Background: an optimization exercise with open tools, aiming at small area and a short achievable clock period. Do not read the settings as production practice. In this exercise RTL edits were held to simulation tests only and were not proved equivalent to the original. Power figures rest on the tool's default switching activity, not on a simulated workload.

--- flow/config.mk ---
export PLATFORM = sky130hd
export DESIGN_NAME = alu_result_stream
export DESIGN_NICKNAME = alu_result_stream
export VERILOG_FILES = /design/flow/design.v
export SDC_FILE = /design/flow/constraint.sdc
export NUM_CORES = 4
export LEC_CHECK = 0
export CAP_MARGIN = 20
export CORE_MARGIN = 2
export CORE_UTILIZATION = 65
export CTS_BUF_LIST = sky130_fd_sc_hd__clkbuf_16
export CTS_CLUSTER_DIAMETER = 150
export CTS_CLUSTER_SIZE = 25
export SETUP_SLACK_MARGIN = 3.1
export SLEW_MARGIN = 20
--- flow/constraint.sdc ---
create_clock -name core_clock -period 5.5 [get_ports {clk}]
set_input_delay 1.1000 -clock core_clock [delete_from_list [all_inputs] [get_ports {clk}]]
set_output_delay 1.1000 -clock core_clock [all_outputs]
set_load 0.01 [all_outputs]
--- flow/design.v ---
`default_nettype none
module alu_result_stream (
  input  logic       clk,
  input  logic       reset,
  input  logic       clear,
  input  logic       wr_en,
  input  logic [7:0] wr_o,
  input  logic       wr_zr,
  input  logic       wr_ng,
  output logic       wr_full,
  output logic       overflow,
  output logic [7:0] count,
  output logic       rd_valid,
  input  logic       rd_ready,
  output logic [7:0] rd_o,
  output logic       rd_zr,
  output logic       rd_ng,
  output logic [4:0] rd_func,
  output logic [3:0] rd_opnd,
  output logic       rd_last
);
  localparam int ROWS = 18;
  localparam int COLS = 10;
  localparam logic [ROWS-1:0] C_ROW0 = ~(ROWS'(1));
  localparam logic [COLS-1:0] C_COL0 = ~(COLS'(1));
  logic [9:0]      r_mem [ROWS][COLS];
  logic [ROWS-1:0] r_wrow_n;    
  logic [COLS-1:0] r_wcol_n;
  logic [ROWS-1:0] r_rrow_n;    
  logic [COLS-1:0] r_rcol_n;
  logic [7:0]      r_count;
  logic [4:0]      r_func;
  logic [3:0]      r_opnd;
  logic            r_ovf;
  logic            r_full;
  logic            r_valid;
  logic            r_last;
  logic [9:0]      r_head;      
  logic            w_acc, w_pop;
  logic [9:0]      w_din;
  logic [9:0]      w_next;      
  assign w_din  = {wr_zr, wr_ng, wr_o};
  assign w_acc  = wr_en && !r_full;
  assign w_pop  = r_valid && rd_ready;
  logic [COLS-1:0] w_wcol_n;
  assign w_wcol_n = r_wcol_n | {COLS{r_full}};
  for (genvar r = 0; r < ROWS; r++) begin : g_wr
    for (genvar c = 0; c < COLS; c++) begin : g_wc
      if (r < ROWS - 1 || c < COLS - 1) begin : g_slot
        always_ff @(posedge clk) begin
          if (!(r_wrow_n[r] || w_wcol_n[c])) begin
            r_mem[r][c] <= w_din;
          end
        end
      end
    end
  end
  logic [9:0] w_rowsel [ROWS];
  always_comb begin
    for (int r = 0; r < ROWS; r++) begin
      w_rowsel[r] = '1;
      for (int c = 0; c < COLS; c++) begin
        if (r < ROWS - 1 || c < COLS - 1) begin
          w_rowsel[r] = w_rowsel[r] & (r_mem[r][c] | {10{r_rcol_n[c]}});
        end
      end
    end
    w_next = '1;
    for (int r = 0; r < ROWS; r++) begin
      w_next = w_next & (w_rowsel[r] | {10{r_rrow_n[r]}});
    end
  end
  logic w_wwrap, w_rwrap;
  assign w_wwrap = !r_wcol_n[COLS-1] || (!r_wrow_n[ROWS-1] && !r_wcol_n[COLS-2]);
  assign w_rwrap = !r_rcol_n[COLS-1] || (!r_rrow_n[ROWS-1] && !r_rcol_n[COLS-2]);
  logic c_is0, c_is1, c_is179;
  assign c_is0   = !r_valid;
  assign c_is1   = (r_count == 8'd1);
  assign c_is179 = (r_count == 8'd179);
  logic i_is178, i_is179;
  assign i_is178 = (r_func == 5'd17) && (r_opnd == 4'd8);
  assign i_is179 = (r_func == 5'd17) && (r_opnd == 4'd9);
  always_ff @(posedge clk or negedge reset) begin
    if (!reset) begin
      r_wrow_n <= C_ROW0;
      r_wcol_n <= C_COL0;
      r_rrow_n <= C_ROW0;
      r_rcol_n <= C_COL0;
      r_count  <= 8'd0;
      r_func   <= 5'd0;
      r_opnd   <= 4'd0;
      r_ovf    <= 1'b0;
      r_full   <= 1'b0;
      r_valid  <= 1'b0;
      r_last   <= 1'b0;
      r_head   <= 10'd0;
    end else if (clear) begin
      r_wrow_n <= C_ROW0;
      r_wcol_n <= C_COL0;
      r_rrow_n <= C_ROW0;
      r_rcol_n <= C_COL0;
      r_count  <= 8'd0;
      r_func   <= 5'd0;
      r_opnd   <= 4'd0;
      r_ovf    <= 1'b0;
      r_full   <= 1'b0;
      r_valid  <= 1'b0;
      r_last   <= 1'b0;
      r_head   <= 10'd0;
    end else begin
      if (wr_en && r_full) begin
        r_ovf <= 1'b1;
      end
      if (w_acc && !(c_is0 || (c_is1 && w_pop))) begin
        if (w_wwrap) begin
          r_wcol_n <= C_COL0;
          r_wrow_n <= {r_wrow_n[ROWS-2:0], r_wrow_n[ROWS-1]};
        end else begin
          r_wcol_n <= {r_wcol_n[COLS-2:0], r_wcol_n[COLS-1]};
        end
      end
      if (w_pop && !c_is1) begin
        if (w_rwrap) begin
          r_rcol_n <= C_COL0;
          r_rrow_n <= {r_rrow_n[ROWS-2:0], r_rrow_n[ROWS-1]};
        end else begin
          r_rcol_n <= {r_rcol_n[COLS-2:0], r_rcol_n[COLS-1]};
        end
      end
      if (w_pop) begin
        if (r_opnd == 4'd9) begin
          r_opnd <= 4'd0;
          r_func <= (r_func == 5'd17) ? 5'd0 : r_func + 5'd1;
        end else begin
          r_opnd <= r_opnd + 4'd1;
        end
      end
      case ({w_acc, w_pop})
        2'b10: begin
          r_count <= r_count + 8'd1;
          r_full  <= c_is179;
          r_valid <= 1'b1;
        end
        2'b01: begin
          r_count <= r_count - 8'd1;
          r_full  <= 1'b0;
          r_valid <= !c_is1;
        end
        default: ;
      endcase
      if (w_pop) begin
        r_last <= i_is178 && (w_acc || !c_is1);
      end else begin
        r_last <= i_is179 && (w_acc || !c_is0);
      end
      if (c_is0 || (c_is1 && w_pop)) begin
        r_head <= w_acc ? w_din : 10'd0;
      end else if (w_pop) begin
        r_head <= w_next;
      end
    end
  end
  assign wr_full  = r_full;
  assign overflow = r_ovf;
  assign count    = r_count;
  assign rd_valid = r_valid;
  assign rd_o     = r_head[7:0];
  assign rd_ng    = r_head[8];
  assign rd_zr    = r_head[9];
  assign rd_func  = r_func;
  assign rd_opnd  = r_opnd;
  assign rd_last  = r_last;
endmodule
`default_nettype wire
--- flow/run.sh ---
#!/bin/bash
# synth_recipe.tcl (not shown) runs the flow's synth.tcl, then flattens the netlist and writes it again
# the make line also repeats each setting of config.mk as NAME=value (left out here)
make -C /OpenROAD-flow-scripts/flow DESIGN_CONFIG=/design/flow/config.mk WORK_HOME=/design/flow/orfs CLKGATE_MAP_FILE= SYNTH_SCRIPT=/design/flow/synth_recipe.tcl finish
==> flow_metrics.py, run 1 <==
metrics = {
    "global_route": {
        "track_usage": 0.398,
        "grt_pass1_vias": 39818,
        "gr-total-overflow": 0,
        "grt_start_max_net_pins": 133,
        "grt_pass1_wl_microns": 297000,
        "grt_antenna_before_repair": 4,
    },
    "floorplanning": {
        "start_util": 0.655,
        "die_area_sq_um": 107000,
        "io_pins": 46,
        "row_count": 118,
        "die_y_microns": 327,
        "die-width_microns": 327,
        "core-area_sq_um": 103000,
    },
    "power_and_ir_drop": {
        "p_sw_mw": 6.74,
        "pwr_density_cell_nw_per_um2": 337,
        "p_leak_nw": 25.2,
        "swShare": 0.252,
        "p_int_mw": 20.0,
        "clockPowerShare": 0.268,
        "comb_power_share": 0.099,
        "power_frac_seq": 0.632,
        "ir_worst_vdd_uv": 317,
    },
    "synth": {
        "synthSimpleGateAreaFrac": 0.0514,
        "synth-seq-area-share": 0.826,
        "synth_nets": 4163,
        "synthXorXnorAreaFrac": 0.00116,
        "synthFlopType": "edfxtp_1",
        "ys_warn_count": 3,
        "synth_mux_area_frac": 0.000332,
        "synthCells": 4143,
        "synth_edf_count": 1790,
        "ys_ff_latch": 1877,
        "synth_area_sq_um": 67800,
        "synth_compound_area_frac": 0.104,
        "yosys.area_share.adder": 0.00107,
        "synth.distinct_cells": 46,
        "synthArstFlopShare": 0.0464,
        "synth_top_family_by_area": "compound AO/OA/AOI/OAI gates",
        "avgSynthCellArea_sq_um": 16.4,
    },
    "clock_network": {
        "clk_path_buf_depth": 3,
        "tritoncts": "built",
        "cts_sinks": 1877,
        "holdBufCountCts": 0,
        "cts_made_buffers": 85,
        "cts-htree-levels": 3,
        "cts_root_buf": "clkbuf_16",
        "clock_latency_ns": 0.74,
        "clkTransAtPathRegs_ns": 0.10,
    },
    "critical_path": {
        "r2r_slack_ns": 2.85,
        "worstSetupStartpoint": "r_rcol_n[7]",
        "worstPathMaxFanout": 13,
        "worstPathArrival_ns": 3.30,
        "worstSetupEndpointType": "register",
        "critPathKind": "register to register",
        "cp-start-kind": "register",
        "reg2reg_from": "r_rcol_n[7]",
        "r2r-end": "r_head[2]",
        "critPathRequiredTime_ns": 6.15,
        "endpoint": "r_head[2]",
        "r2r_cells": 8,
    },
    "drt": {
        "drt_iter0_markers": 7271,
        "num_vias": 42958,
        "dr.max_layer_used": "met5",
        "met3WireLength_microns": 33500,
        "post_drt_via_cell_ratio": 7.36,
        "wl_microns": 220000,
        "wl_per_cell_microns": 37.7,
        "route.detailed.drc": 0,
        "ant_nets": 0,
        "wl_met2_microns": 98400,
        "wl_met1_microns": 73900,
        "firstDrtPassIters": 8,
    },
    "sta": {
        "grt_setup_unrepaired": "yes",
        "slew_violations": 38,
        "period_needed_ns": 2.65,
        "maxSlewHeadroom": -0.0588,
        "timing.fmax_mhz": 377,
        "tns_ns": 0,
        "fin_crit_sh": 0.482,
        "finalHoldViolCount": 0,
        "fin_hold_ws_ns": 0.341,
        "finClkSkew_ns": 0.0375,
        "setup_viol": 0,
        "worst_pin_slew_ns": 1.59,
    },
    "outcome": {
        "outcome": "failed layout checks",
        "violations": "capacitance limit, slew limit",
    },
    "placed_design": {
        "place.gp.congestion": 0.877,
        "place.port_buffers": 45,
        "hpwlAfterDp_microns": 110000,
        "dpl.cell_count": 5395,
    },
    "layout": {
        "fillers": 5776,
        "layoutNonFillerInstCount": 5833,
        "drive_gt1_frac": 0.252,
        "final_common_cell": "edfxtp_1",
        "fin_nets": 4414,
        "syn_to_final_growth_pct": 17.1,
        "final_cell_mix": "edfxtp_1 (1790), o22ai_1 (862), nor2_1 (252)",
    },
    "run": {
        "cap_violations": 2,
    },
    "min_path": {
        "hp-class": "input port to async pin",
    },
}
-- worst max-delay path: stages, from the launching register on --
cell and delay, ns:
dfstp_4 0.66, buf_12 0.17, buf_4 0.26, o22ai_1 0.13
nor3_2 0.28, a21oi_1 0.27, nor4_4 0.50, nand3_1 0.14
o21ai_1 0.15
-- flip-flops by register name, summed over array words and instances (netlist names) --
register	cells
r_rcol_n	10
r_wrow_n	18
r_mem	1790
r_valid	1
r_wcol_n	10
r_opnd	4
r_head	10
r_count	8
r_ovf	1
r_full	1
r_func	5
r_last	1
r_rrow_n	18
-- power groups by stage --
stage	combinational [mW]	sequential [mW]	clock [mW]
after global placement	1.91	17.1	0
after floorplan	0.994	16.8	0
after detailed placement	1.95	17.1	0
after CTS	2.34	16.8	7.11
final	2.66	16.9	7.18
after global routing	2.72	16.9	7.57
-- synth_stat cells, drive strengths merged (4+ instances only) --
master	count	area (sq um)
and3	5	31.3
edfxtp	1790	53800
a21oi	189	946
nor2	443	1660
o22ai	890	5570
nor4	40	250
xnor2	4	35.0
inv	6	22.5
nand3	14	70.1
dfrtp	35	876
dfstp	52	1370
or2	12	75.1
nand4	4	25.0
o22a	9	78.8
clkbuf	251	942
nor2b	4	25.0
a22oi	11	82.6
nor3	206	1040
xor2	5	43.8
nand2	60	225
buf	27	124
ha	5	62.6
o21ai	59	307
-- final cells by class --
cell class	count	area, sq um	share of cell area
Antenna cell	2	5.00	0.0000630
Clock buffer	87	2180	0.0274
Clock inverter	57	265	0.00334
Inverter	6	22.5	0.000284
Multi-Input combinational cell	1987	13600	0.171
Sequential cell	1877	56100	0.706
Tap cell	1380	1730	0.0217
Timing Repair Buffer	437	5590	0.0704
-- how the worst min path moves through the flow --
stage                              end  slack, ns  cells after the start
final                        r_func[2]       0.34                      1
after global placement           r_ovf       0.48                      2
after detailed placement         r_ovf       0.50                      2
after CTS                    r_func[2]       0.33                      1
after floorplan           r_wrow_n[15]       0.45                      2
after global routing         r_func[2]       0.36                      1
-- layer usage --
metal / up-vias / track usage
met4: 4 / 0.194
met2: 3728 / 0.592
met1: 21544 / 0.564
met3: 618 / 0.0990
met5: - / 0
li1: 17064 / -
-- logic make-up (layout without fill, tap and decap cells) --
family | after synthesis | in the layout
adders and majority gates | 6 | 6
and+or+nand+nor | 796 | 800
buffers and inverters | 284 | 587
other | 0 | 2
xor gates and xnor gates | 9 | 9
muxes | 2 | 2
AOI/OAI and AO/OA | 1169 | 1170
DFF | 1877 | 1877
-- per-stage QoR --
step	util	worst slack [ns]	power (mW)	instance area, sq um
after floorplan	-	3.12	17.8	67800
after CTS	0.746	2.81	26.3	77200
after detailed placement	0.677	1.73	19.1	70000
after global routing	0.767	2.85	27.2	79400
after global placement	0.676	1.82	19.0	70000
final	0.767	2.85	26.7	79400
-- what timing repair did --
action | in CTS | in global routing
setup endpoints to repair | 1874 | 598
buffers inserted | 187 | 70
gates resized for setup | 673 | 295
gates cloned | 20 | 14
pin swaps | 114 | 131
==> inputs of run 2 (changes only) <==
--- a/flow/config.mk
+++ b/flow/config.mk
@@ -7,9 +7,10 @@
 export LEC_CHECK = 0
 export CAP_MARGIN = 20
 export CORE_MARGIN = 2
-export CORE_UTILIZATION = 65
+export CORE_UTILIZATION = 80
 export CTS_BUF_LIST = sky130_fd_sc_hd__clkbuf_16
 export CTS_CLUSTER_DIAMETER = 150
 export CTS_CLUSTER_SIZE = 25
+export PLACE_DENSITY = 0.88
 export SETUP_SLACK_MARGIN = 3.1
 export SLEW_MARGIN = 20
==> run 2 against run 1 <==
Against the previous run:
- the run now fails in global routing
- synthesized area unchanged
- synthesized cell count unchanged
==> flow_metrics.py, run 2 <==
metrics = {
    "outcome": {
        "outcome": "aborted with a tool error",
        "haltStage": "global routing",
        "tool.error": "[ERROR GRT-0232] Routing congestion too high. Check the congestion heatmap in the GUI.",
    },
    "synth": {
        "ys_warn_count": 3,
        "synth_area_sq_um": 67800,
        "yosysTopAreaCell": "edfxtp_1",
        "synth.distinct_cells": 46,
        "synth_edf_count": 1790,
        "ys_ff_latch": 1877,
        "yosysMostFrequentCell": "edfxtp_1",
        "synth-seq-area-share": 0.826,
        "synthArstFlopShare": 0.0464,
        "synth_nets": 4163,
        "synthCells": 4143,
        "avgSynthCellArea_sq_um": 16.4,
        "synthFlopType": "edfxtp_1",
        "yosys.area.top_type_share": 0.793,
        "synth_area_leaders": "edfxtp_1 (79%), o22ai_1 (8.2%), nor2_1 (2.5%)",
        "netlist_top_cells_count": "edfxtp_1 (1790), o22ai_1 (890), nor2_1 (443)",
    },
    "clock_network": {
        "cts-htree-levels": 3,
        "cts_root_buf": "clkbuf_16",
        "holdBufCountCts": 0,
        "clk_path_buf_depth": 3,
        "cts_made_buffers": 85,
        "cts_sinks": 1877,
    },
    "placed_design": {
        "hpwlAfterDp_microns": 109000,
        "place.gp.congestion": 0.973,
        "dpl.cell_count": 5128,
        "place.port_buffers": 45,
        "post_dp_cell_area_sq_um": 69500,
    },
    "floorplanning": {
        "start_util": 0.809,
        "io_pins": 46,
        "die-width_microns": 295,
        "die_y_microns": 295,
        "row_count": 106,
    },
    "global_route": {
        "grt_start_max_net_pins": 147,
        "track_usage": 0.853,
        "gr-total-overflow": 308,
    },
}
-- run 2: cell counts after synthesis --
Identical to the previous run, type by type.
-- run 2: how the worst max path moves through the flow --
| stage | startpoint | end | slack [ns] | cells past startpoint |
|---|---|---|---|---|
| floorplan | rd_ready | r_head[2] | 3.12 | 6 |
| global placement | rd_ready | r_rrow_n[0] | 1.49 | 6 |
| detailed placement | rd_ready | r_rrow_n[13] | 1.37 | 5 |
| CTS | r_rcol_n[1] | r_head[3] | 2.82 | 8 |
-- run 2: stage by stage --
| step | utilization | power (mW) | worst slack (ns) |
|---|---|---|---|
| 4_1_cts | 0.906 | 26.1 | 2.82 |
| 3_5_place_dp | 0.829 | 19.0 | 1.37 |
| 3_3_place_gp | 0.829 | 18.9 | 1.49 |
| 2_1_floorplan | - | 17.8 | 3.12 |
-- run 2: power by group through the flow --
stage	sequential, mW	combinational [mW]	clock (mW)
after CTS	16.9	2.27	6.96
after detailed placement	17.1	1.84	0
after global placement	17.1	1.77	0
after floorplan	16.8	0.994	0
-- run 2: what timing repair did --
item / CTS
setup endpoints to repair: 1841
pin swaps: 59
gates resized for setup: 647
gates cloned: 27
setup buffers: 140
-- run 2: cell families after synthesis --
family	after synthesis	share of synthesized area
simple gates	796	0.0514
xor+xnor	9	0.00116
buf+inv	284	0.0161
compound gates	1169	0.104
mux	2	0.000332
fa+ha+maj	6	0.00107
flops	1877	0.826
-- run 2: layer usage --
metal | GRT overflow | GRT usage
met1 | 33 | 0.845
met2 | 119 | 0.935
met3 | 24 | 0.800
met4 | 126 | 0.828
met5 | 6 | 0.621
==> inputs of run 3 (changes only) <==
==> flow/config.mk (replaced) <==
export PLATFORM = sky130hd
export DESIGN_NAME = alu_result_stream
export DESIGN_NICKNAME = alu_result_stream
export VERILOG_FILES = /design/flow/design.v
export SDC_FILE = /design/flow/constraint.sdc
export NUM_CORES = 4
export LEC_CHECK = 0
export CAP_MARGIN = 40
export CORE_MARGIN = 2
export CORE_UTILIZATION = 65
export CTS_BUF_LIST = sky130_fd_sc_hd__clkbuf_16
export CTS_CLUSTER_DIAMETER = 150
export CTS_CLUSTER_SIZE = 25
export SETUP_SLACK_MARGIN = 3.1
export SLEW_MARGIN = 40
==> run 3 against run 2 <==
Against the previous run:
- now clean on timing, DRC and antenna
- synthesized area is the same
- synthesized cell count unchanged
==> flow_metrics.py, run 3 <==
metrics = {
    "outcome": {
        "outcome": "timing/DRC/antenna clean",
    },
    "placed_design": {
        "place.gp.congestion": 0.877,
        "dpl_worst_slack_ns": 1.93,
        "place.port_buffers": 45,
        "dpl.cell_count": 5401,
        "hpwlAfterDp_microns": 111000,
    },
    "power_and_ir_drop": {
        "clockPowerShare": 0.269,
        "pwr_density_cell_nw_per_um2": 343,
        "swShare": 0.246,
        "comb_power_share": 0.093,
        "ir_worst_vdd_uv": 365,
        "p_leak_nw": 24.2,
        "power_frac_seq": 0.638,
        "p_int_mw": 19.9,
        "p_sw_mw": 6.51,
    },
    "drt": {
        "wl_per_cell_microns": 36.4,
        "ant_nets": 0,
        "drt_iter0_markers": 7100,
        "post_drt_via_cell_ratio": 7.29,
        "route.detailed.drc": 0,
        "firstDrtPassIters": 6,
        "wl_microns": 207000,
        "num_vias": 41555,
    },
    "clock_network": {
        "cts_root_buf": "clkbuf_16",
        "clkTransAtPathRegs_ns": 0.10,
        "holdBufCountCts": 0,
        "clock_latency_ns": 0.72,
        "tritoncts": "built",
        "cts-htree-levels": 3,
        "clk_path_buf_depth": 3,
        "cts_made_buffers": 85,
        "cts_sinks": 1877,
    },
    "global_route": {
        "grt_pass1_wl_microns": 286000,
        "grt_start_max_net_pins": 133,
        "grt_pass1_vias": 38889,
        "gr-total-overflow": 0,
        "track_usage": 0.382,
        "grt_antenna_before_repair": 4,
    },
    "synth": {
        "synth_edf_count": 1790,
        "synthArstFlopShare": 0.0464,
        "synth_nets": 4163,
        "synthFlopType": "edfxtp_1",
        "yosysMostFrequentCell": "edfxtp_1",
        "netlist_top_cells_count": "edfxtp_1 (1790), o22ai_1 (890), nor2_1 (443)",
        "yosys.area.top_type_share": 0.793,
        "synth-seq-area-share": 0.826,
        "synth.distinct_cells": 46,
        "synth_area_leaders": "edfxtp_1 (79%), o22ai_1 (8.2%), nor2_1 (2.5%)",
        "ys_warn_count": 3,
        "avgSynthCellArea_sq_um": 16.4,
        "ys_ff_latch": 1877,
        "synthCells": 4143,
        "yosysTopAreaCell": "edfxtp_1",
        "synth_area_sq_um": 67800,
    },
    "sta": {
        "timing.fmax_mhz": 390,
        "slew_violations": 0,
        "maxSlewHeadroom": 0.378,
        "fin_crit_sh": 0.466,
        "setup_viol": 0,
        "tns_ns": 0,
        "period_needed_ns": 2.57,
        "worst_pin_slew_ns": 0.930,
        "grt_setup_unrepaired": "yes",
        "fin_ws_ns": 2.93,
        "finClkSkew_ns": 0.0338,
        "finalHoldViolCount": 0,
        "fin_hold_ws_ns": 0.347,
    },
    "layout": {
        "top_register": "r_mem",
        "final_common_cell": "edfxtp_1",
        "final_cell_mix": "edfxtp_1 (1790), o22ai_1 (889), nor2_1 (262)",
        "largest_reg_flops": 1790,
        "syn_to_final_growth_pct": 13.4,
        "reg.largest.list": "r_mem x1790, r_rrow_n x18, r_wrow_n x18",
        "fin_nets": 4286,
        "drive_gt1_frac": 0.206,
        "layoutNonFillerInstCount": 5701,
        "fin_util": 0.743,
    },
    "floorplanning": {
        "row_count": 118,
        "die_y_microns": 327,
        "die_area_sq_um": 107000,
        "die-width_microns": 327,
        "io_pins": 46,
        "start_util": 0.655,
        "core-area_sq_um": 103000,
    },
    "critical_path": {
        "cp-start-kind": "register",
        "worstPathArrival_ns": 3.21,
        "worstPathMaxFanout": 17,
        "reg2reg_from": "r_rcol_n[3]",
        "critPathKind": "register to register",
        "critPathRequiredTime_ns": 6.14,
        "worstSetupEndpointType": "register",
        "worstSetupStartpoint": "r_rcol_n[3]",
    },
    "min_path": {
        "hp-class": "input port to async pin",
    },
    "run": {
        "cap_violations": 0,
    },
}
-- run 3: cell counts after synthesis --
No cell type changed its count.
-- run 3: per-layer routing --
metal,wire length [microns],up-vias,GRT usage
met3,29300,402,0.0908
met4,9210,2,0.161
li1,-,16783,-
met1,73800,21074,0.548
met5,20,-,0
met2,95200,3294,0.573
-- run 3: layout make-up --
class                      count  area (sq um)
sequential                  1877         56100
fill                        6098         26600
multi-input combinational   1984         12600
timing repair buffer         312          4100
clock buffer                  87          2180
tap                         1380          1730
clock inverter                51           223
inverter                       6          22.5
antenna                        4          10.0
-- run 3: worst paths after layout --
kind	endpoint	slack, ns	depth (start not counted)
worst max-delay path	r_head[0]	2.93	9
worst min-delay path	r_func[1]	0.35	1
worst max register to register	r_head[0]	2.93	9
worst min register to register	r_ovf	0.52	2
max in group asynchronous	r_head[2]	3.91	2
min in group core_clock	r_ovf	0.52	2
-- run 3: power groups by stage --
stage / logic, mW / registers (mW) / clock network (mW)
after CTS: 2.27 / 16.8 / 7.06
after floorplan: 0.994 / 16.8 / 0
after detailed placement: 1.99 / 17.1 / 0
after global placement: 1.91 / 17.1 / 0
after global routing: 2.54 / 16.9 / 7.52
final: 2.47 / 16.8 / 7.09
-- run 3: critical path, stage by stage, from the launching register on --
cell     delay [ns]
dfstp_4        0.72
buf_12         0.15
buf_12         0.14
buf_16         0.18
o22ai_1        0.10
nor3_1         0.40
a21oi_1        0.29
nor4_1         0.27
nand2_1        0.08
o21ai_0        0.16
-- run 3: what timing repair did --
| action | 4_1_cts | 5_1_grt |
|---|---|---|
| resized for setup | 395 | 133 |
| pin swaps | 59 | 50 |
| endpoints found under the setup margin | 105 | 81 |
| buffers inserted | 111 | 15 |
| hold endpoints to repair | 0 | 0 |
| gates cloned | 18 | 8 |
-- run 3: cell families after synthesis --
| family | Yosys count | share of synthesized area |
|---|---|---|
| flip-flops | 1877 | 0.826 |
| AO/OA/AOI/OAI | 1169 | 0.104 |
| AND/OR/NAND/NOR | 796 | 0.0514 |
| buffers and inverters | 284 | 0.0161 |
| XOR/XNOR | 9 | 0.00116 |
| adder cells (fa/ha/maj) | 6 | 0.00107 |
| multiplexers | 2 | 0.000332 |
-- run 3: metrics by stage --
stage,total power [mW],cell area (sq um)
5_1_grt,26.9,76900
6_report,26.4,76900
3_3_place_gp,19.0,70000
2_1_floorplan,17.8,67800
4_1_cts,26.1,75800
3_5_place_dp,19.1,70600
==> inputs of run 4 (changes only) <==
--- a/flow/design.v
+++ b/flow/design.v
@@ -55,19 +55,19 @@
       end
     end
   end
-  logic [9:0] w_rowsel [ROWS];
+  logic [9:0] w_colsel [COLS];
   always_comb begin
-    for (int r = 0; r < ROWS; r++) begin
-      w_rowsel[r] = '1;
-      for (int c = 0; c < COLS; c++) begin
+    for (int c = 0; c < COLS; c++) begin
+      w_colsel[c] = '1;
+      for (int r = 0; r < ROWS; r++) begin
         if (r < ROWS - 1 || c < COLS - 1) begin
-          w_rowsel[r] = w_rowsel[r] & (r_mem[r][c] | {10{r_rcol_n[c]}});
+          w_colsel[c] = w_colsel[c] & (r_mem[r][c] | {10{r_rrow_n[r]}});
         end
       end
     end
     w_next = '1;
-    for (int r = 0; r < ROWS; r++) begin
-      w_next = w_next & (w_rowsel[r] | {10{r_rrow_n[r]}});
+    for (int c = 0; c < COLS; c++) begin
+      w_next = w_next & (w_colsel[c] | {10{r_rcol_n[c]}});
     end
   end
   logic w_wwrap, w_rwrap;
==> run 4 against run 3 <==
Against the previous run:
- fmax is 5.3% lower
- synthesized cell count fell by 5.2%
- still clean
- global-route usage increased by 4.2 points
- hold slack got worse by 0.10 ns
- largest cell class unchanged
- largest power group unchanged
==> flow_metrics.py, run 4 <==
metrics = {
    "layout": {
        "fin_nets": 4205,
        "final_common_cell": "edfxtp_1",
        "syn_to_final_growth_pct": 16.9,
        "drive_gt1_frac": 0.242,
        "reg.largest.list": "r_mem x1790, r_rrow_n x18, r_wrow_n x18",
        "final_cell_mix": "edfxtp_1 (1790), o22ai_1 (675), buf_4 (203)",
        "largest_reg_flops": 1790,
        "top_register": "r_mem",
    },
    "synth": {
        "synthArstFlopShare": 0.0464,
        "synthCells": 3928,
        "synth_area_leaders": "edfxtp_1 (79%), o22ai_1 (6.3%), dfstp_2 (2.0%)",
        "yosys.area.top_type_share": 0.794,
        "synth-seq-area-share": 0.827,
        "netlist_top_cells_count": "edfxtp_1 (1790), o22ai_1 (680), nor2_1 (323)",
        "ys_warn_count": 3,
        "synth_edf_count": 1790,
        "ys_ff_latch": 1877,
        "yosysTopAreaCell": "edfxtp_1",
        "synth.distinct_cells": 48,
        "yosysMostFrequentCell": "edfxtp_1",
        "avgSynthCellArea_sq_um": 17.2,
        "synthFlopType": "edfxtp_1",
        "synth_area_sq_um": 67700,
        "synth_nets": 3948,
    },
    "placed_design": {
        "place.port_buffers": 45,
        "hpwlAfterDp_microns": 116000,
        "dpl_worst_slack_ns": 1.59,
        "place.gp.congestion": 0.914,
    },
    "power_and_ir_drop": {
        "p_int_mw": 21.1,
        "pwr_density_cell_nw_per_um2": 373,
        "ir_worst_vdd_uv": 342,
        "comb_power_share": 0.194,
        "p_leak_nw": 25.0,
        "p_sw_mw": 8.42,
        "swShare": 0.285,
        "power_frac_seq": 0.562,
        "clockPowerShare": 0.243,
    },
    "sta": {
        "grt_setup_unrepaired": "yes",
        "worst_pin_slew_ns": 0.964,
        "fin_crit_sh": 0.492,
        "period_needed_ns": 2.71,
        "maxSlewHeadroom": 0.358,
        "tns_ns": 0,
        "finalHoldViolCount": 0,
        "slew_violations": 0,
        "finClkSkew_ns": 0.0391,
        "setup_viol": 0,
        "fin_ws_ns": 2.79,
        "timing.fmax_mhz": 369,
    },
    "clock_network": {
        "cts-htree-levels": 3,
        "cts_root_buf": "clkbuf_16",
        "tritoncts": "built",
        "cts_sinks": 1877,
        "clock_latency_ns": 0.73,
        "cts_made_buffers": 85,
        "clkTransAtPathRegs_ns": 0.11,
        "clk_path_buf_depth": 3,
        "holdBufCountCts": 0,
    },
    "floorplanning": {
        "die_y_microns": 327,
        "io_pins": 46,
        "row_count": 118,
        "core-area_sq_um": 103000,
        "die-width_microns": 327,
        "start_util": 0.655,
        "die_area_sq_um": 107000,
    },
    "drt": {
        "ant_nets": 0,
        "drt_iter0_markers": 7899,
        "firstDrtPassIters": 10,
        "wl_per_cell_microns": 41.7,
        "wl_microns": 234000,
        "route.detailed.drc": 0,
        "num_vias": 42682,
        "post_drt_via_cell_ratio": 7.61,
    },
    "critical_path": {
        "cp-start-kind": "register",
        "slowest_stage": "dfstp_4",
        "worstPathArrival_ns": 3.37,
        "worstPathCellList": "buf_4, buf_16, o22ai_1, nor3_1, a31oi_2, nor3_4, a31o_1",
        "crit_family": "simple AND/OR/NAND/NOR gates",
        "worstSetupEndpointType": "register",
        "critPathRequiredTime_ns": 6.16,
        "cp_num_buf_inv": 2,
        "worstPathMaxFanout": 15,
        "reg2reg_from": "r_rrow_n[6]",
        "max_stage_delay_ns": 0.73,
        "worstSetupStartpoint": "r_rrow_n[6]",
        "critPathKind": "register to register",
    },
    "global_route": {
        "track_usage": 0.424,
        "grt_antenna_before_repair": 6,
        "grt_start_max_net_pins": 123,
        "grt_pass1_wl_microns": 309000,
        "gr-total-overflow": 0,
        "grt_pass1_vias": 39286,
    },
    "min_path": {
        "hp-class": "input port to async pin",
    },
    "outcome": {
        "outcome": "timing/DRC/antenna clean",
    },
    "run": {
        "cap_violations": 0,
    },
}
-- run 4: changes by cell type after synthesis, moves of 12 or more --
cell	before	now
o22a_1	9	127
nor2_1	443	323
o221ai_1	0	100
clkbuf_1	251	94
o22ai_1	890	680
o21ai_1	8	20
buf_1	13	71
buf_2	12	97
o21ai_0	50	38
a31oi_1	0	94
a21oi_1	189	18
-- run 4: kinds of logic after synthesis --
kind of cell,share of synthesized area
mux,0.000148
buf+inv,0.0171
flops,0.827
xor+xnor,0.00103
compound gates,0.111
simple gates,0.0431
fa+ha+maj,0.00109
-- run 4: repair_timing --
| item | 4_1_cts | 5_1_grt |
|---|---|---|
| hold endpoints to repair | 0 | 0 |
| pin swaps | 108 | 137 |
| endpoints found under the setup margin | 229 | 115 |
| resized for setup | 514 | 176 |
| buffers inserted | 152 | 79 |
| gates cloned | 25 | 14 |
-- run 4: worst paths after layout --
path	depth (start not counted)	endpoint	slack, ns
max	7	r_head[6]	2.79
max in group asynchronous	2	r_head[4]	4.25
min	1	r_count[5]	0.25
max reg2reg	7	r_head[6]	2.79
min in group core_clock	2	r_ovf	0.53
min reg2reg	2	r_ovf	0.53
-- run 4: power by group through the flow --
stage / logic [mW] / registers, mW / clock network, mW
after floorplan: 1.86 / 16.5 / 0
after global placement: 2.92 / 17.2 / 0
after global routing: 5.74 / 16.6 / 7.56
after CTS: 4.87 / 16.5 / 7.11
after detailed placement: 2.99 / 17.2 / 0
final: 5.74 / 16.6 / 7.18
-- run 4: final cells by class --
type / count / area [sq um]
inverter: 8 / 30.0
sequential: 1877 / 56100
clock inverter: 35 / 158
tap: 1380 / 1730
timing repair buffer: 433 / 5870
fill: 5703 / 24200
clock buffer: 89 / 2230
multi-input combinational: 1780 / 13100
antenna: 4 / 10.0
-- run 4: routing by layer --
metal,track usage,up-vias,wire length (microns)
met2,0.619,3977,105000
met5,0,-,61
met4,0.251,10,16600
met1,0.580,21397,76000
li1,-,16529,-
met3,0.118,769,36900
-- run 4: worst register-to-register path: stages, from the launching register on --
cell and delay (ns):
dfstp_4 0.73, buf_4 0.27, buf_16 0.24, o22ai_1 0.15, nor3_1 0.39, a31oi_2 0.18
nor3_4 0.47, a31o_1 0.22
-- run 4: per-stage QoR --
step | hold WS [ns] | util | power [mW] | area [sq um] | std cells
after detailed placement | 0.500 | 0.680 | 20.2 | 70300 | 5207
final | 0.248 | 0.766 | 29.5 | 79200 | 5606
after global routing | 0.257 | 0.766 | 29.9 | 79200 | 5603
after global placement | 0.483 | 0.676 | 20.1 | 69900 | 5206
after CTS | 0.242 | 0.746 | 28.5 | 77100 | 5508
after floorplan | 0.450 | - | 18.3 | 67700 | 3928
==> inputs of run 5 (changes only) <==
--- a/flow/design.v
+++ b/flow/design.v
@@ -26,8 +26,9 @@
   logic [9:0]      r_mem [ROWS][COLS];
   logic [ROWS-1:0] r_wrow_n;    
   logic [COLS-1:0] r_wcol_n;
-  logic [ROWS-1:0] r_rrow_n;    
-  logic [COLS-1:0] r_rcol_n;
+  logic [ROWS-1:0] r_rrow_a;    
+  logic [ROWS-1:0] r_rrow_b;    
+  logic [COLS-1:0] r_rcol;
   logic [7:0]      r_count;
   logic [4:0]      r_func;
   logic [3:0]      r_opnd;
@@ -58,21 +59,22 @@
   logic [9:0] w_colsel [COLS];
   always_comb begin
     for (int c = 0; c < COLS; c++) begin
-      w_colsel[c] = '1;
+      w_colsel[c] = '0;
       for (int r = 0; r < ROWS; r++) begin
         if (r < ROWS - 1 || c < COLS - 1) begin
-          w_colsel[c] = w_colsel[c] & (r_mem[r][c] | {10{r_rrow_n[r]}});
+          w_colsel[c] = w_colsel[c] |
+                        (r_mem[r][c] & {10{(c < COLS / 2) ? r_rrow_a[r] : r_rrow_b[r]}});
         end
       end
     end
-    w_next = '1;
+    w_next = '0;
     for (int c = 0; c < COLS; c++) begin
-      w_next = w_next & (w_colsel[c] | {10{r_rcol_n[c]}});
+      w_next = w_next | (w_colsel[c] & {10{r_rcol[c]}});
     end
   end
   logic w_wwrap, w_rwrap;
   assign w_wwrap = !r_wcol_n[COLS-1] || (!r_wrow_n[ROWS-1] && !r_wcol_n[COLS-2]);
-  assign w_rwrap = !r_rcol_n[COLS-1] || (!r_rrow_n[ROWS-1] && !r_rcol_n[COLS-2]);
+  assign w_rwrap = r_rcol[COLS-1] || (r_rrow_a[ROWS-1] && r_rcol[COLS-2]);
   logic c_is0, c_is1, c_is179;
   assign c_is0   = !r_valid;
   assign c_is1   = (r_count == 8'd1);
@@ -84,8 +86,9 @@
     if (!reset) begin
       r_wrow_n <= C_ROW0;
       r_wcol_n <= C_COL0;
-      r_rrow_n <= C_ROW0;
-      r_rcol_n <= C_COL0;
+      r_rrow_a <= ROWS'(1);
+      r_rrow_b <= ROWS'(1);
+      r_rcol   <= COLS'(1);
       r_count  <= 8'd0;
       r_func   <= 5'd0;
       r_opnd   <= 4'd0;
@@ -97,8 +100,9 @@
     end else if (clear) begin
       r_wrow_n <= C_ROW0;
       r_wcol_n <= C_COL0;
-      r_rrow_n <= C_ROW0;
-      r_rcol_n <= C_COL0;
+      r_rrow_a <= ROWS'(1);
+      r_rrow_b <= ROWS'(1);
+      r_rcol   <= COLS'(1);
       r_count  <= 8'd0;
       r_func   <= 5'd0;
       r_opnd   <= 4'd0;
@@ -121,10 +125,11 @@
       end
       if (w_pop && !c_is1) begin
         if (w_rwrap) begin
-          r_rcol_n <= C_COL0;
-          r_rrow_n <= {r_rrow_n[ROWS-2:0], r_rrow_n[ROWS-1]};
+          r_rcol   <= COLS'(1);
+          r_rrow_a <= {r_rrow_a[ROWS-2:0], r_rrow_a[ROWS-1]};
+          r_rrow_b <= {r_rrow_b[ROWS-2:0], r_rrow_b[ROWS-1]};
         end else begin
-          r_rcol_n <= {r_rcol_n[COLS-2:0], r_rcol_n[COLS-1]};
+          r_rcol   <= {r_rcol[COLS-2:0], r_rcol[COLS-1]};
         end
       end
       if (w_pop) begin
==> run 5 against run 4 <==
Against the previous run:
- largest power group unchanged
- register-to-register slack improved by 0.11 ns
- die area increased by 2.1%
- non-clock buffer count decreased by 44
==> flow_metrics.py, run 5 <==
metrics = {
    "drt": {
        "wl_microns": 220000,
        "drt_iter0_markers": 7356,
        "ant_nets": 0,
        "firstDrtPassIters": 19,
        "route.detailed.drc": 0,
        "wl_per_cell_microns": 39.2,
        "num_vias": 41941,
        "post_drt_via_cell_ratio": 7.47,
    },
    "sta": {
        "fin_crit_sh": 0.472,
        "finalHoldViolCount": 0,
        "worst_pin_slew_ns": 1.26,
        "timing.fmax_mhz": 385,
        "setup_viol": 0,
        "maxSlewHeadroom": 0.159,
        "slew_violations": 0,
        "period_needed_ns": 2.60,
        "grt_setup_unrepaired": "yes",
        "finClkSkew_ns": 0.0250,
        "tns_ns": 0,
        "fin_ws_ns": 2.90,
    },
    "synth": {
        "netlist_top_cells_count": "edfxtp_1 (1790), a22oi_1 (501), nor2_1 (267)",
        "synthArstFlopShare": 0.0554,
        "synthFlopType": "edfxtp_1",
        "yosysMostFrequentCell": "edfxtp_1",
        "synth_edf_count": 1790,
        "synth.distinct_cells": 43,
        "synth_nets": 4011,
        "synthCells": 3991,
        "yosys.area.top_type_share": 0.777,
        "synth-seq-area-share": 0.816,
        "synth_area_leaders": "edfxtp_1 (78%), a22oi_1 (5.4%), dfrtp_1 (2.7%)",
        "yosysTopAreaCell": "edfxtp_1",
        "avgSynthCellArea_sq_um": 17.3,
        "ys_warn_count": 3,
        "synth_area_sq_um": 69200,
        "ys_ff_latch": 1895,
    },
    "critical_path": {
        "worstPathMaxFanout": 30,
        "worstSetupEndpointType": "register",
        "critPathRequiredTime_ns": 6.11,
        "critPathKind": "register to register",
        "cp-start-kind": "register",
        "worstPathArrival_ns": 3.20,
    },
    "global_route": {
        "grt_antenna_before_repair": 2,
        "track_usage": 0.402,
        "grt_pass1_wl_microns": 302000,
        "grt_pass1_vias": 39885,
        "gr-total-overflow": 0,
        "grt_start_max_net_pins": 128,
    },
    "floorplanning": {
        "die-width_microns": 330,
        "start_util": 0.656,
        "io_pins": 46,
        "core-area_sq_um": 105000,
        "row_count": 119,
        "die_area_sq_um": 109000,
        "die_y_microns": 330,
    },
    "clock_network": {
        "cts_root_buf": "clkbuf_16",
        "tritoncts": "built",
        "clock_latency_ns": 0.71,
        "clk_path_buf_depth": 3,
        "cts_made_buffers": 85,
        "holdBufCountCts": 0,
        "cts-htree-levels": 3,
        "clkTransAtPathRegs_ns": 0.11,
        "cts_sinks": 1895,
    },
    "placed_design": {
        "place.gp.congestion": 0.924,
        "hpwlAfterDp_microns": 121000,
        "dpl_worst_slack_ns": 1.93,
        "place.port_buffers": 45,
    },
    "power_and_ir_drop": {
        "p_leak_nw": 24.4,
        "ir_worst_vdd_uv": 273,
        "pwr_density_cell_nw_per_um2": 320,
    },
    "layout": {
        "final_cell_mix": "edfxtp_1 (1790), a22oi_1 (500), buf_4 (241)",
        "syn_to_final_growth_pct": 12.4,
        "fin_nets": 4198,
        "final-seq-area_sq_um": 56600,
        "largest_reg_flops": 1790,
        "drive_gt1_frac": 0.203,
        "final_common_cell": "edfxtp_1",
        "multi_input_area_sq_um": 13000,
        "top_register": "r_mem",
        "fillers": 6325,
    },
    "run": {
        "cap_violations": 0,
    },
    "min_path": {
        "hp-class": "input port to async pin",
    },
    "outcome": {
        "outcome": "timing/DRC/antenna clean",
    },
}
[run 5: cell types whose count changed in the layout (fill, tap and decap cells not counted), moves of 81 or more]
cell / previous run / this run
a221oi_1: 0 / 130
nor3_2: 113 / 9
a22o_1: 10 / 190
a22oi_1: 2 / 500
o22a_1: 127 / 0
nand3_1: 5 / 111
nand4_1: 3 / 121
o22ai_1: 675 / 1
o221ai_1: 81 / 0
[run 5: through the flow]
step	hold WS (ns)	cells	instance area, sq um	util	total power [mW]
final	0.383	5616	77800	0.738	24.8
after floorplan	0.465	3991	69200	-	16.9
after detailed placement	0.508	5289	71800	0.682	17.6
after global routing	0.432	5613	77800	0.738	25.3
after CTS	0.382	5568	76700	0.727	24.7
after global placement	0.492	5286	71500	0.678	17.6
[run 5: final cells by class]
cell class                 instances  area share
antenna                            3   0.0000965
clock inverter                    42     0.00208
multi-input combinational       1801       0.167
clock buffer                      89      0.0286
tap                             1391      0.0224
timing repair buffer             389      0.0520
sequential                      1895       0.728
inverter                           6    0.000322
[run 5: where the power goes]
| group | switching, mW | leakage [nW] | total [mW] | internal (mW) |
|---|---|---|---|---|
| logic | 1.10 | 5.78 | 1.61 | 0.505 |
| registers | 0.186 | 17.3 | 16.1 | 15.9 |
| clock network | 4.21 | 1.32 | 7.15 | 2.94 |
| total | 5.50 | 24.4 | 24.8 | 19.3 |
[run 5: worst paths after layout]
check,startpoint,end,slack (ns),cells after the start
worst max-delay path,r_rrow_b[4],r_head[5],2.90,8
worst min-delay path,reset,r_ovf,0.38,1
worst max register to register,r_rrow_b[4],r_head[5],2.90,8
worst min register to register,r_wcol_n[4],r_wcol_n[4],0.52,2
max in group asynchronous,reset,r_rrow_a[3],4.02,2
min in group core_clock,r_wcol_n[4],r_wcol_n[4],0.52,2
[run 5: cell families (layout without fill, tap and decap cells)]
family | Yosys count | count (layout) | share of synthesized area
AND/OR/NAND/NOR | 667 | 676 | 0.0446
other | 0 | 3 | 0
buffers and inverters | 304 | 526 | 0.0171
AO/OA/AOI/OAI | 1109 | 1109 | 0.120
adder cells (fa/ha/maj) | 5 | 5 | 0.000904
XOR/XNOR | 8 | 8 | 0.00101
flip-flops | 1895 | 1895 | 0.816
multiplexers | 3 | 3 | 0.000470
[run 5: per-layer routing]
| layer | track usage | wire [microns] | vias to the layer above | share of wire |
|---|---|---|---|---|
| li1 | - | - | 16644 | - |
| met1 | 0.541 | 75300 | 21301 | 0.34 |
| met2 | 0.625 | 102000 | 3360 | 0.46 |
| met3 | 0.0987 | 29400 | 636 | 0.13 |
| met4 | 0.197 | 13500 | 0 | 0.061 |
| met5 | 0 | 0 | - | 0 |
[run 5: repair_timing]
item,4_1_cts,5_1_grt
resized for setup,433,111
setup endpoints to repair,97,94
buffers inserted,138,34
pin swaps,64,80
gates cloned,10,5
[run 5: critical path: stages (launching register included)]
cell,delay [ns]
dfrtp_2,0.45
buf_12,0.20
a22o_1,0.26
a221oi_1,0.31
nand4_1,0.39
o21ai_4,0.39
nand4_1,0.20
nor3_2,0.23
nor2_1,0.06
==> inputs of run 6 (changes only) <==
--- a/flow/config.mk
+++ b/flow/config.mk
@@ -11,5 +11,5 @@
 export CTS_BUF_LIST = sky130_fd_sc_hd__clkbuf_16
 export CTS_CLUSTER_DIAMETER = 150
 export CTS_CLUSTER_SIZE = 25
-export SETUP_SLACK_MARGIN = 3.1
+export SETUP_SLACK_MARGIN = 3.3
 export SLEW_MARGIN = 40
==> run 6 against run 5 <==
Against the previous run:
- synthesized cell count unchanged
- register-to-register slack about the same
- first-iteration DRC count increased by 4.0%
- worst setup slack got worse by 0.011 ns
- hold slack improved by 0.069 ns
- still clean on timing, DRC and antenna
- routed wire length decreased by 1.3%
- final area grew 1.3%
- clock skew grew 0.0080 ns
- count of clock-buffer cells in the layout decreased by 2
- synthesized area is the same
- sequential power barely moved
- global-route usage is 0.28 points lower
- largest cell class unchanged
==> flow_metrics.py, run 6 <==
metrics = {
    "layout": {
        "final_common_cell": "edfxtp_1",
        "final_cell_mix": "edfxtp_1 (1790), a22oi_1 (499), buf_4 (210)",
        "syn_to_final_growth_pct": 13.8,
        "largest_reg_flops": 1790,
        "final_area_sq_um": 78700,
        "drive_gt1_frac": 0.225,
        "fillers": 6111,
        "top_register": "r_mem",
        "fin_nets": 4195,
        "n_antenna_cell": 0,
    },
    "clock_network": {
        "clock_latency_ns": 0.71,
        "clk_path_buf_depth": 3,
        "cts-htree-levels": 3,
        "holdBufCountCts": 0,
        "cts_made_buffers": 85,
        "tritoncts": "built",
        "cts_root_buf": "clkbuf_16",
        "cts_sinks": 1895,
        "clkTransAtPathRegs_ns": 0.11,
    },
    "critical_path": {
        "critPathKind": "register to register",
        "max_stage_delay_ns": 0.56,
        "cp_num_buf_inv": 1,
        "worstPathArrival_ns": 3.21,
        "cp-start-kind": "register",
        "worstSetupEndpointType": "register",
        "crit_family": "simple AND/OR/NAND/NOR gates",
        "crit_path_frequent_cell": "nand4_1",
        "slowest_stage": "dfrtp_4",
        "critPathRequiredTime_ns": 6.10,
        "worstPathCellList": "buf_16, a22o_1, a221oi_2, nand4_1, o21ai_2, nand4_1, nor3_1, o31ai_1",
        "worstPathMaxFanout": 13,
    },
    "synth": {
        "yosysMostFrequentCell": "edfxtp_1",
        "ys_warn_count": 3,
        "avgSynthCellArea_sq_um": 17.3,
        "ys_ff_latch": 1895,
        "synth_edf_count": 1790,
        "yosysTopAreaCell": "edfxtp_1",
        "netlist_top_cells_count": "edfxtp_1 (1790), a22oi_1 (501), nor2_1 (267)",
        "synthCells": 3991,
        "synth_area_leaders": "edfxtp_1 (78%), a22oi_1 (5.4%), dfrtp_1 (2.7%)",
        "synth_nets": 4011,
        "synth.distinct_cells": 43,
        "synthFlopType": "edfxtp_1",
        "yosys.area.top_type_share": 0.777,
        "synth_area_sq_um": 69200,
        "synthArstFlopShare": 0.0554,
        "synth-seq-area-share": 0.816,
    },
    "placed_design": {
        "place.gp.congestion": 0.933,
        "hpwlAfterDp_microns": 119000,
        "place.port_buffers": 45,
        "post_dp_cell_area_sq_um": 71800,
    },
    "sta": {
        "tns_ns": 0,
        "maxSlewHeadroom": 0.294,
        "slew_violations": 0,
        "fin_crit_sh": 0.474,
        "finClkSkew_ns": 0.0330,
        "finalHoldViolCount": 0,
        "timing.fmax_mhz": 384,
        "setup_viol": 0,
        "worst_pin_slew_ns": 1.06,
        "period_needed_ns": 2.61,
        "grt_setup_unrepaired": "yes",
    },
    "floorplanning": {
        "io_pins": 46,
        "die-width_microns": 330,
        "row_count": 119,
        "die_y_microns": 330,
        "start_util": 0.656,
        "die_area_sq_um": 109000,
        "core-area_sq_um": 105000,
    },
    "global_route": {
        "grt_start_max_net_pins": 129,
        "grt_antenna_before_repair": 1,
        "gr-total-overflow": 0,
        "track_usage": 0.399,
        "grt_pass1_wl_microns": 301000,
        "grt_pass1_vias": 39503,
    },
    "min_path": {
        "hp-class": "input port to async pin",
    },
    "power_and_ir_drop": {
        "ir_worst_vdd_uv": 315,
        "pwr_density_cell_nw_per_um2": 316,
        "p_leak_nw": 24.4,
    },
    "drt": {
        "wl_per_cell_microns": 38.8,
        "drt_iter0_markers": 7649,
        "wl_microns": 217000,
        "route.detailed.drc": 0,
        "num_vias": 42263,
        "ant_nets": 0,
        "post_drt_via_cell_ratio": 7.55,
        "firstDrtPassIters": 19,
    },
    "run": {
        "cap_violations": 0,
    },
    "outcome": {
        "outcome": "timing/DRC/antenna clean",
    },
}
==> run 6: final timing paths <==
check	from	to	slack (ns)	cells past startpoint
max	r_rrow_b[15]	r_head[0]	2.89	8
min	reset	r_opnd[3]	0.45	1
max reg2reg	r_rrow_b[15]	r_head[0]	2.89	8
min reg2reg	r_wcol_n[5]	r_wcol_n[5]	0.52	2
max in group asynchronous	reset	r_rrow_b[1]	3.76	2
min in group core_clock	r_wcol_n[5]	r_wcol_n[5]	0.52	2
==> run 6: logic make-up (layout without fill, tap and decap cells) <==
| family | after synthesis | in the layout | synth area share |
|---|---|---|---|
| flops | 1895 | 1895 | 0.816 |
| compound gates | 1109 | 1112 | 0.120 |
| simple gates | 667 | 693 | 0.0446 |
| buf+inv | 304 | 494 | 0.0171 |
| xor+xnor | 8 | 8 | 0.00101 |
| fa+ha+maj | 5 | 5 | 0.000904 |
| mux | 3 | 3 | 0.000470 |
==> run 6: worst reg2reg max path: stages, from the launching register on <==
cell      delay, ns
dfrtp_4        0.56
buf_16         0.20
a22o_1         0.24
a221oi_2       0.22
nand4_1        0.31
o21ai_2        0.25
nand4_1        0.37
nor3_1         0.27
o31ai_1        0.09
==> run 6: per-stage QoR <==
stage	cells	setup slack, ns	utilization	power (mW)	hold WS [ns]
6_report	5601	2.89	0.747	24.9	0.453
3_5_place_dp	5278	1.92	0.681	17.7	0.504
4_1_cts	5566	3.03	0.737	24.7	0.457
5_1_grt	5601	2.92	0.747	25.3	0.502
3_3_place_gp	5277	1.70	0.678	17.6	0.482
2_1_floorplan	3991	3.14	-	16.9	0.465
==> run 6: metal layers <==
layer / up-vias / GRT usage / share of wire
met5: - / 0.00739 / 0.00059
met4: 4 / 0.178 / 0.054
li1: 16653 / - / -
met1: 21545 / 0.575 / 0.35
met2: 3477 / 0.603 / 0.45
met3: 584 / 0.0810 / 0.14
==> run 6: report_power, final <==
part / internal (mW) / total [mW] / switching, mW
sequential: 15.9 / 16.1 / 0.177
clock: 2.87 / 7.08 / 4.20
combinational: 0.514 / 1.71 / 1.19
total: 19.3 / 24.9 / 5.57
==> run 6: final cells by class <==
cell class | count | area, sq um | area share
flip-flops and latches | 1895 | 56600 | 0.718
multi-input cells | 1821 | 14200 | 0.180
repair buffers | 366 | 3900 | 0.0495
clock buffers | 87 | 2180 | 0.0276
well taps | 1391 | 1740 | 0.0221
clock inverters | 35 | 140 | 0.00178
inverters | 6 | 25.0 | 0.000318
==> run 6: repair_timing <==
action | in CTS | in global routing
setup buffers | 133 | 24
pin swaps | 139 | 74
endpoints found under the setup margin | 1310 | 265
gates cloned | 33 | 5
resized for setup | 728 | 145
==> inputs of run 7 (changes only) <==
--- a/flow/config.mk
+++ b/flow/config.mk
@@ -11,5 +11,5 @@
 export CTS_BUF_LIST = sky130_fd_sc_hd__clkbuf_16
 export CTS_CLUSTER_DIAMETER = 150
 export CTS_CLUSTER_SIZE = 25
-export SETUP_SLACK_MARGIN = 3.3
+export SETUP_SLACK_MARGIN = 2.9
 export SLEW_MARGIN = 40
==> run 7 against run 6 <==
Against the previous run:
- still clean on timing, DRC and antenna
- final cell count fell by 1.6%
- register-to-register slack got worse by 0.04 ns
- via count fell by 2.7%
- flip-flop and latch count did not move
- critical path depth did not move
- critical endpoint is now r_head[5]
- largest cell class unchanged
- largest power group unchanged
==> flow_metrics.py, run 7 <==
metrics = {
    "power_and_ir_drop": {
        "clockPowerShare": 0.290,
        "p_sw_mw": 5.49,
        "pwr_density_cell_nw_per_um2": 326,
        "comb_power_share": 0.060,
        "total_power_mw": 24.8,
        "power_frac_seq": 0.649,
        "p_leak_nw": 23.6,
        "p_int_mw": 19.3,
        "swShare": 0.222,
        "ir_worst_vdd_uv": 244,
    },
    "synth": {
        "synth_area_sq_um": 69200,
        "synth_area_leaders": "edfxtp_1 (78%), a22oi_1 (5.4%), dfrtp_1 (2.7%)",
        "yosys.area.top_type_share": 0.777,
        "ys_warn_count": 3,
        "synth-seq-area-share": 0.816,
        "synth.distinct_cells": 43,
        "synth_edf_count": 1790,
        "synth_nets": 4011,
        "netlist_top_cells_count": "edfxtp_1 (1790), a22oi_1 (501), nor2_1 (267)",
        "yosysTopAreaCell": "edfxtp_1",
        "synthCells": 3991,
        "synthArstFlopShare": 0.0554,
        "yosysMostFrequentCell": "edfxtp_1",
        "synthFlopType": "edfxtp_1",
        "avgSynthCellArea_sq_um": 17.3,
        "ys_ff_latch": 1895,
    },
    "floorplanning": {
        "start_util": 0.656,
        "die-width_microns": 330,
        "row_count": 119,
        "die_y_microns": 330,
        "die_area_sq_um": 109000,
        "io_pins": 46,
        "core-area_sq_um": 105000,
    },
    "drt": {
        "num_vias": 41116,
        "wl_microns": 210000,
        "wl_per_cell_microns": 38.0,
        "firstDrtPassIters": 17,
        "route.detailed.drc": 0,
        "ant_nets": 0,
        "post_drt_via_cell_ratio": 7.46,
        "drt_iter0_markers": 7422,
    },
    "sta": {
        "setup_viol": 0,
        "finClkSkew_ns": 0.0306,
        "timing.fmax_mhz": 378,
        "slew_violations": 0,
        "fin_crit_sh": 0.480,
        "maxSlewHeadroom": 0.404,
        "period_needed_ns": 2.64,
        "worst_pin_slew_ns": 0.894,
        "finalHoldViolCount": 0,
        "tns_ns": 0,
        "fin_ws_ns": 2.86,
        "grt_setup_unrepaired": "yes",
    },
    "global_route": {
        "grt_start_max_net_pins": 132,
        "track_usage": 0.383,
        "grt_pass1_wl_microns": 290000,
        "grt_pass1_vias": 38435,
        "gr-total-overflow": 0,
        "grt_antenna_before_repair": 7,
    },
    "clock_network": {
        "clock_latency_ns": 0.72,
        "tritoncts": "built",
        "clk_path_buf_depth": 3,
        "cts_sinks": 1895,
        "holdBufCountCts": 0,
        "cts_made_buffers": 85,
        "clkTransAtPathRegs_ns": 0.10,
        "cts-htree-levels": 3,
        "cts_root_buf": "clkbuf_16",
    },
    "critical_path": {
        "endpoint": "r_head[5]",
        "cp-start-kind": "register",
        "reg2reg_from": "r_rrow_a[7]",
        "r2r-end": "r_head[5]",
        "r2r_slack_ns": 2.86,
        "critPathKind": "register to register",
        "worstPathArrival_ns": 3.25,
        "critPathRequiredTime_ns": 6.11,
        "worstSetupStartpoint": "r_rrow_a[7]",
        "r2r_cells": 8,
        "worstPathMaxFanout": 34,
        "worstSetupEndpointType": "register",
    },
    "placed_design": {
        "hpwlAfterDp_microns": 118000,
        "place.port_buffers": 45,
        "dpl.cell_count": 5271,
        "place.gp.congestion": 0.907,
        "dpl_worst_slack_ns": 1.94,
    },
    "layout": {
        "fin_nets": 4087,
        "syn_to_final_growth_pct": 10.0,
        "final_common_cell": "edfxtp_1",
        "final_cell_mix": "edfxtp_1 (1790), a22oi_1 (501), a22o_1 (190)",
        "top_register": "r_mem",
        "fin_util": 0.722,
        "layoutNonFillerInstCount": 5512,
        "drive_gt1_frac": 0.163,
        "largest_reg_flops": 1790,
    },
    "outcome": {
        "outcome": "timing/DRC/antenna clean",
    },
    "run": {
        "cap_violations": 0,
    },
    "min_path": {
        "hp-class": "input port to async pin",
    },
}
[run 7: cell types whose count changed in the layout (fill, tap and decap cells not counted), moves of 32 or more]
cell      before  now
buf_4        210  176
buf_6         74   26
o21ai_0       28   70
nor2_2        23  121
a221oi_1     130  162
nor2_1       111  144
nor2_4       137    3
[run 7: cell type report]
class	count	area (sq um)
clock buffers	89	2230
flip-flops and latches	1895	56600
multi-input cells	1798	12500
clock inverters	51	225
fillers	6381	29300
repair buffers	281	2810
inverters	6	22.5
diodes	1	2.50
well taps	1391	1740
[run 7: power groups by stage]
stage / clock, mW / combinational [mW] / sequential [mW]
final: 7.20 / 1.49 / 16.1
after floorplan: 0 / 0.596 / 16.3
after detailed placement: 0 / 1.22 / 16.4
after global placement: 0 / 1.17 / 16.4
after global routing: 7.68 / 1.55 / 16.1
after CTS: 7.19 / 1.36 / 16.1
[run 7: worst min-delay path by stage]
| stage | depth (start not counted) | slack [ns] | endpoint | startpoint |
|---|---|---|---|---|
| detailed placement | 2 | 0.48 | r_head[4] | r_head[4] |
| floorplan | 2 | 0.47 | r_wcol_n[0] | r_wcol_n[0] |
| global placement | 2 | 0.47 | r_head[4] | r_head[4] |
| CTS | 1 | 0.45 | r_ovf | reset |
| finish | 1 | 0.45 | r_ovf | reset |
| global route | 1 | 0.50 | r_count[5] | reset |
[run 7: repair_timing]
action                                  CTS  global route
endpoints found under the setup margin   95            69
pin swaps                                26            47
setup buffers                            54            34
gates cloned                              3             4
gates resized for setup                 227            87
[run 7: stage by stage]
step / hold WS [ns] / instance area [sq um]
floorplan: 0.465 / 69200
finish: 0.447 / 76100
global placement: 0.470 / 71400
CTS: 0.448 / 75200
global route: 0.498 / 76100
detailed placement: 0.481 / 71700
[run 7: cells by family (layout without fill, tap and decap cells)]
family | count (synthesis) | count (layout) | synth area share
buffers and inverters | 304 | 427 | 0.0171
multiplexers | 3 | 3 | 0.000470
AND/OR/NAND/NOR | 667 | 673 | 0.0446
XOR/XNOR | 8 | 8 | 0.00101
other | 0 | 1 | 0
flip-flops | 1895 | 1895 | 0.816
adder cells (fa/ha/maj) | 5 | 5 | 0.000904
AO/OA/AOI/OAI | 1109 | 1109 | 0.120
[run 7: critical path, cell delays in order, from the launching register on]
cell      delay, ns
dfrtp_4        0.65
buf_12         0.26
a22o_1         0.24
a221oi_1       0.20
nand4_1        0.34
o21ai_1        0.35
nand4_1        0.16
nor3_1         0.21
nor2_1         0.06
[run 7: layer usage]
layer | wire, microns | GRT usage
met1 | 73800 | 0.540
met5 | 57 | 0
met3 | 28100 | 0.0855
met4 | 10600 | 0.168
met2 | 97100 | 0.587
==> inputs of run 8 (changes only) <==
==> flow/config.mk (replaced) <==
export PLATFORM = sky130hd
export DESIGN_NAME = alu_result_stream
export DESIGN_NICKNAME = alu_result_stream
export VERILOG_FILES = /design/flow/design.v
export SDC_FILE = /design/flow/constraint.sdc
export NUM_CORES = 4
export LEC_CHECK = 0
export CAP_MARGIN = 30
export CORE_MARGIN = 2
export CORE_UTILIZATION = 70
export CTS_BUF_LIST = sky130_fd_sc_hd__clkbuf_16
export CTS_CLUSTER_DIAMETER = 150
export CTS_CLUSTER_SIZE = 25
export SETUP_SLACK_MARGIN = 3.1
export SLEW_MARGIN = 30
==> run 8 against run 7 <==
Against the previous run:
- first-iteration DRC count increased by 3.6%
- final cell count decreased by 1.1%
- non-clock buffer count increased by 44
- via count increased by 1.9%
- synthesized area unchanged
- still clean on timing, DRC and antenna
- utilization increased by 6.3 points
- clock power decreased by 1%
- sequential share of layout area decreased by 0.84 points
- flip-flop and latch count unchanged
- global-route usage increased by 3.0 points
- die area decreased by 7.1%
- final area increased by 1.2%
==> flow_metrics.py, run 8 <==
metrics = {
    "global_route": {
        "grt_pass1_vias": 39543,
        "track_usage": 0.414,
        "gr-total-overflow": 0,
        "grt_start_max_net_pins": 123,
        "grt_antenna_before_repair": 5,
        "grt_pass1_wl_microns": 293000,
    },
    "synth": {
        "ys_ff_latch": 1895,
        "synthFlopType": "edfxtp_1",
        "synth_edf_count": 1790,
        "synth.distinct_cells": 43,
        "yosysMostFrequentCell": "edfxtp_1",
        "synth_area_leaders": "edfxtp_1 (78%), a22oi_1 (5.4%), dfrtp_1 (2.7%)",
        "avgSynthCellArea_sq_um": 17.3,
        "yosys.area.top_type_share": 0.777,
        "synth_nets": 4011,
        "netlist_top_cells_count": "edfxtp_1 (1790), a22oi_1 (501), nor2_1 (267)",
        "synthArstFlopShare": 0.0554,
        "yosysTopAreaCell": "edfxtp_1",
        "synthCells": 3991,
        "synth-seq-area-share": 0.816,
        "synth_area_sq_um": 69200,
        "ys_warn_count": 3,
    },
    "layout": {
        "top_register": "r_mem",
        "fin_nets": 4141,
        "final_cell_mix": "edfxtp_1 (1790), a22oi_1 (500), buf_4 (199)",
        "largest_reg_flops": 1790,
        "syn_to_final_growth_pct": 11.3,
        "drive_gt1_frac": 0.200,
        "fin_util": 0.785,
        "fillers": 5254,
        "final_common_cell": "edfxtp_1",
    },
    "sta": {
        "fin_ws_ns": 2.91,
        "worst_pin_slew_ns": 1.10,
        "grt_setup_unrepaired": "yes",
        "slew_violations": 0,
        "timing.fmax_mhz": 386,
        "fin_crit_sh": 0.471,
        "period_needed_ns": 2.59,
        "setup_viol": 0,
        "finClkSkew_ns": 0.0225,
        "fin_hold_ws_ns": 0.496,
        "finalHoldViolCount": 0,
        "tns_ns": 0,
        "maxSlewHeadroom": 0.266,
    },
    "drt": {
        "num_vias": 41908,
        "wl_met2_microns": 96400,
        "wl_microns": 212000,
        "wl_per_cell_microns": 38.9,
        "dr.max_layer_used": "met5",
        "drt_iter0_markers": 7690,
        "post_drt_via_cell_ratio": 7.68,
        "ant_nets": 0,
        "wl_met1_microns": 70300,
        "route.detailed.drc": 0,
        "firstDrtPassIters": 6,
        "met3WireLength_microns": 31900,
    },
    "min_path": {
        "hp-class": "input port to async pin",
    },
    "placed_design": {
        "place.gp.congestion": 0.893,
        "dpl_worst_slack_ns": 1.39,
        "place.port_buffers": 45,
        "hpwlAfterDp_microns": 118000,
    },
    "floorplanning": {
        "io_pins": 46,
        "die_y_microns": 318,
        "start_util": 0.705,
        "die-width_microns": 318,
        "core-area_sq_um": 98100,
        "die_area_sq_um": 101000,
        "row_count": 115,
    },
    "power_and_ir_drop": {
        "ir_worst_vdd_uv": 323,
        "p_leak_nw": 24.0,
        "total_power_mw": 24.8,
        "pwr_density_cell_nw_per_um2": 322,
    },
    "clock_network": {
        "cts_sinks": 1895,
        "clk_path_buf_depth": 3,
        "tritoncts": "built",
        "cts_made_buffers": 85,
        "cts-htree-levels": 3,
        "clkTransAtPathRegs_ns": 0.11,
        "cts_root_buf": "clkbuf_16",
        "clock_latency_ns": 0.71,
    },
    "critical_path": {
        "worstPathMaxFanout": 21,
        "critPathKind": "register to register",
        "worstPathArrival_ns": 3.19,
        "critPathRequiredTime_ns": 6.10,
        "max_stage_delay_ns": 0.58,
        "slowest_stage": "dfrtp_4",
        "worstPathCellList": "buf_8, a22o_1, a221oi_2, nand4_1, o21ai_1, nand4_1, nor3_2, o31ai_1",
        "worstSetupEndpointType": "register",
        "cp-start-kind": "register",
        "crit_path_frequent_cell": "nand4_1",
    },
    "run": {
        "cap_violations": 0,
    },
    "outcome": {
        "outcome": "timing/DRC/antenna clean",
    },
}
-- run 8: critical path: cells and delay by family (launching register included) --
| kind | cells | cell delay (ns) |
|---|---|---|
| AOI/OAI and AO/OA | 4 | 0.75 |
| buffers and inverters | 1 | 0.21 |
| and+or+nand+nor | 3 | 0.93 |
| DFF | 1 | 0.58 |
-- run 8: logic make-up (layout without fill, tap and decap cells) --
family / Yosys count / in the layout / synth area share
flops: 1895 / 1895 / 0.816
other cells: 0 / 2 / 0
fa+ha+maj: 5 / 5 / 0.000904
buf+inv: 304 / 462 / 0.0171
xor+xnor: 8 / 8 / 0.00101
compound gates: 1109 / 1109 / 0.120
mux: 3 / 3 / 0.000470
simple gates: 667 / 683 / 0.0446
-- run 8: area by class of cell --
cell class / count / area, sq um / area share
Clock inverter: 42 / 161 / 0.00210
Sequential cell: 1895 / 56600 / 0.735
Timing Repair Buffer: 325 / 3260 / 0.0423
Clock buffer: 89 / 2230 / 0.0289
Tap cell: 1287 / 1610 / 0.0209
Inverter: 6 / 22.5 / 0.000292
Multi-Input combinational cell: 1808 / 13200 / 0.171
Antenna cell: 2 / 5.00 / 0.0000650
-- run 8: metal layers --
layer / vias up / global-route usage
met4: 6 / 0.212
met1: 21009 / 0.560
met2: 3697 / 0.623
met3: 673 / 0.120
met5: - / 0.00946
li1: 16523 / -
-- run 8: repair_timing --
item / CTS / global route
pin swaps: 82 / 81
cloned: 10 / 12
endpoints found under the hold margin: 0 / 0
endpoints found under the setup margin: 173 / 100
gates resized for setup: 497 / 89
setup buffers: 118 / 16
hold buffers: 0 / 0
-- run 8: power breakdown --
group / internal, mW / switching (mW)
Combinational: 0.480 / 1.09
Clock: 2.93 / 4.20
Sequential: 15.9 / 0.199
Total: 19.3 / 5.49
-- run 8: final timing paths --
check	slack (ns)	cells after the start	start	to
worst min-delay path	0.50	1	reset	r_ovf
min in group core_clock	0.53	2	r_wcol_n[4]	r_wcol_n[4]
worst max-delay path	2.91	8	r_rrow_b[7]	r_head[0]
max in group asynchronous	3.86	2	reset	r_rrow_a[15]
worst max register to register	2.91	8	r_rrow_b[7]	r_head[0]
worst min register to register	0.53	2	r_wcol_n[4]	r_wcol_n[4]
-- run 8: per-stage QoR --
| step | instances | instance area, sq um |
|---|---|---|
| floorplan | 3991 | 69200 |
| global placement | 5161 | 71200 |
| detailed placement | 5164 | 71500 |
| CTS | 5423 | 76300 |
| global route | 5453 | 77000 |
| finish | 5454 | 77000 |

-- static timing again, ports no longer ideal --
No port has a modelled driver above. Below, the same layouts with a new extraction and two added sets of constraints.
Step 1 assumes that a clkbuf_16 drives the clock port and a buf_2 every other input.
Step 2, shift: input delay + t, output delay - t, t = (earliest + latest rising clock arrival at the registers) / 2. This alone moves slack from input paths to output paths.
Slacks: ideal ports / drivers / drivers and shift; pairs: ideal ports / drivers.
run | t (ns) | setup WS [ns]
run 1 | 0.791 | 2.847 / 2.847 / 2.243
run 3 | 0.782 | 2.935 / 2.922 / 2.482
run 4 | 0.792 | 2.792 / 2.792 / 2.405
run 5 | 0.770 | 2.905 / 2.905 / 2.462
run 6 | 0.770 | 2.893 / 2.893 / 2.542
run 7 | 0.780 | 2.858 / 2.841 / 2.209
run 8 | 0.775 | 2.911 / 2.911 / 2.306
